This is an optimization exercise on Yosys and OpenROAD, whose aim is small area, not a production implementation.
Only simulation tests tie the RTL to the original design; equivalence was not proved.
Power and IR drop assume default switching activity. The flow treats the clock pin as an ideal source, which a real chip does not have.

==> flow/design.v (excerpt) <==
module fpu_lite (
  input  logic        clk_i,
  input  logic        reset_i,
  input  logic        issue_valid_i,
  output logic        issue_ready_o,
  input  logic [31:0] issue_instr_i,
  input  logic [31:0] issue_int_op_i,
  output logic        issue_accept_o,
  output logic        result_valid_o,
  input  logic        result_ready_i,
  output logic [31:0] result_data_o,
  output logic [4:0]  result_rd_o,
  output logic        result_we_o
);
export LEC_CHECK = 0
export CAP_MARGIN = 20
export CORE_MARGIN = 2
export CORE_UTILIZATION = 60
export CTS_CLUSTER_DIAMETER = 100
export CTS_CLUSTER_SIZE = 30
export GPL_TIMING_DRIVEN = 0
export SLEW_MARGIN = 20
export SYNTH_HIERARCHICAL = 1
export SYNTH_MINIMUM_KEEP_SIZE = 0
create_clock -name core_clock -period 4.5 [get_ports {clk_i}]
standard.sh (not shown) runs the stock make flow with config.mk's settings and CLKGATE_MAP_FILE= SYNTH_SCRIPT=/design/flow/synth_recipe.tcl, a recipe that flattens the netlist after the stock synthesis.
==> flow/flow/run.sh <==
#!/bin/bash
set -euo pipefail
bash standard.sh synth > log_synth.txt 2>&1
export BUFFER_PORTS_ARGS="-buffer_cell sky130_fd_sc_hd__buf_1"
export CTS_ARGS="-sink_clustering_enable -repair_clock_nets -sink_clustering_size 30 -sink_clustering_max_diameter 100 -dont_use_dummy_load"
bash standard.sh floorplan > log_floorplan.txt 2>&1
bash standard.sh place > log_place.txt 2>&1
bash standard.sh cts > log_cts.txt 2>&1
bash standard.sh route > log_route.txt 2>&1
bash standard.sh finish > log_finish.txt 2>&1
test -f out/final.def
The first run ran to the end with violations: negative setup slack.
Rerun with:
==> flow/run.sh (new file) <==
#!/bin/bash
# synth_recipe.tcl (not shown) runs the flow's synth.tcl, then flattens the netlist and writes it again
# the make line also repeats each setting of config.mk as NAME=value (left out here)
make -C /OpenROAD-flow-scripts/flow DESIGN_CONFIG=/design/flow/config.mk WORK_HOME=/design/flow/orfs CLKGATE_MAP_FILE= SYNTH_SCRIPT=/design/flow/synth_recipe.tcl finish
removed: flow/flow/run.sh
removed: flow/standard.sh
Result: The new run reached the layout checks and failed them: negative setup slack; register-to-register slack improved by 0.51 ns; first-iteration DRC count increases by a few percent; wire length increases slightly; hold slack stays flat; setup slack got worse by 0.099 ns; total power increases slightly; maximum frequency decreases by a few percent; cell area increases by a few percent; critical path depth decreases by 2; synthesized area does not change.

Setup of build 75:
Another version of the RTL of fpu_lite (not shown whole).
Size: ~3400 cells after synthesis, ~110 I/O pins.
clock: 4.5 ns
lec_check: 0
cap_margin: 20
core_margin: 2
core_utilization: 70
cts_cluster_diameter: 100
cts_cluster_size: 30
gpl_timing_driven: 1
setup_slack_margin: 0.3
slew_margin: 20
synth_hierarchical: 1
synth_minimum_keep_size: 0
==> flow/flow/run.sh <==
#!/bin/bash
set -euo pipefail
bash standard.sh synth > log_synth.txt 2>&1
export BUFFER_PORTS_ARGS="-buffer_cell sky130_fd_sc_hd__buf_1"
export CTS_ARGS="-sink_clustering_enable -repair_clock_nets -sink_clustering_size 30 -sink_clustering_max_diameter 100 -dont_use_dummy_load"
bash standard.sh floorplan > log_floorplan.txt 2>&1
bash standard.sh place > log_place.txt 2>&1
bash standard.sh cts > log_cts.txt 2>&1
bash standard.sh route > log_route.txt 2>&1
bash standard.sh finish > log_finish.txt 2>&1
test -f out/final.def
Build 75 finished every stage and its layout cleared the timing, design-rule and antenna checks.
#### Input delta (build 33 over build 75)
==> flow/run.sh (new file) <==
#!/bin/bash
# synth_recipe.tcl (not shown) runs the flow's synth.tcl, then flattens the netlist and writes it again
# the make line also repeats each setting of config.mk as NAME=value (left out here)
make -C /OpenROAD-flow-scripts/flow DESIGN_CONFIG=/design/flow/config.mk WORK_HOME=/design/flow/orfs CLKGATE_MAP_FILE= SYNTH_SCRIPT=/design/flow/synth_recipe.tcl finish
removed: flow/flow/run.sh
removed: flow/standard.sh
==> notes.md <==
Compared build 33 vs build 75, and worst hold margin is down in build 33.
Multi-input gate share of total cell area, build 33 and build 75, higher one = build 75.
Compared with build 75, combinational power in build 33 increased by a few percent.
Of build 33 and build 75, it is build 33 that has the higher first-pass GRT wire length.

-- afterwards: timing with drivers on the ports --
How much do the figures lean on ideal ports? The routed layouts below were timed once more, with nothing changed but the port constraints.
Step 1 sets driving cells, clkbuf_16 on the clock port and buf_2 on the other inputs (assumed; they add their load-dependent delay and slew).
Step 2 adds t to the input delays and takes it off the output delays; t is the mean of the earliest and latest rising clock arrival at the registers after step 1. Input paths then give back, and output paths get back, about the clock's delay inside the block.
Three values: ideal, step 1, step 2; two values: the first two.
| run | shift t [ns] | slack for setup (ns) | latest minus earliest clock arrival (ns) | worst register clock-pin slew, ns | pins driven straight from the clock port |
|---|---|---|---|---|---|
| the first run of note 1 | 0.689 | -0.077 / -0.035 / -0.724 | 0.038 / 0.038 | 0.12 / 0.12 | 1 |
| the second run of note 1 | 0.692 | -0.176 / -0.131 / -0.823 | 0.042 / 0.042 | 0.12 / 0.12 | 1 |
| build 75 | 0.683 | 0.281 / 0.307 / -0.376 | 0.031 / 0.031 | 0.11 / 0.11 | 1 |
| build 33 | 0.687 | 0.283 / 0.300 / -0.366 | 0.020 / 0.020 | 0.11 / 0.11 | 1 |
Met with ideal ports but missed after step 2: setup timing in build 75 and build 33. For build 75, which loses most, drivers alone change the setup slack by +0.026 ns; drivers and shift together by -0.657 ns.
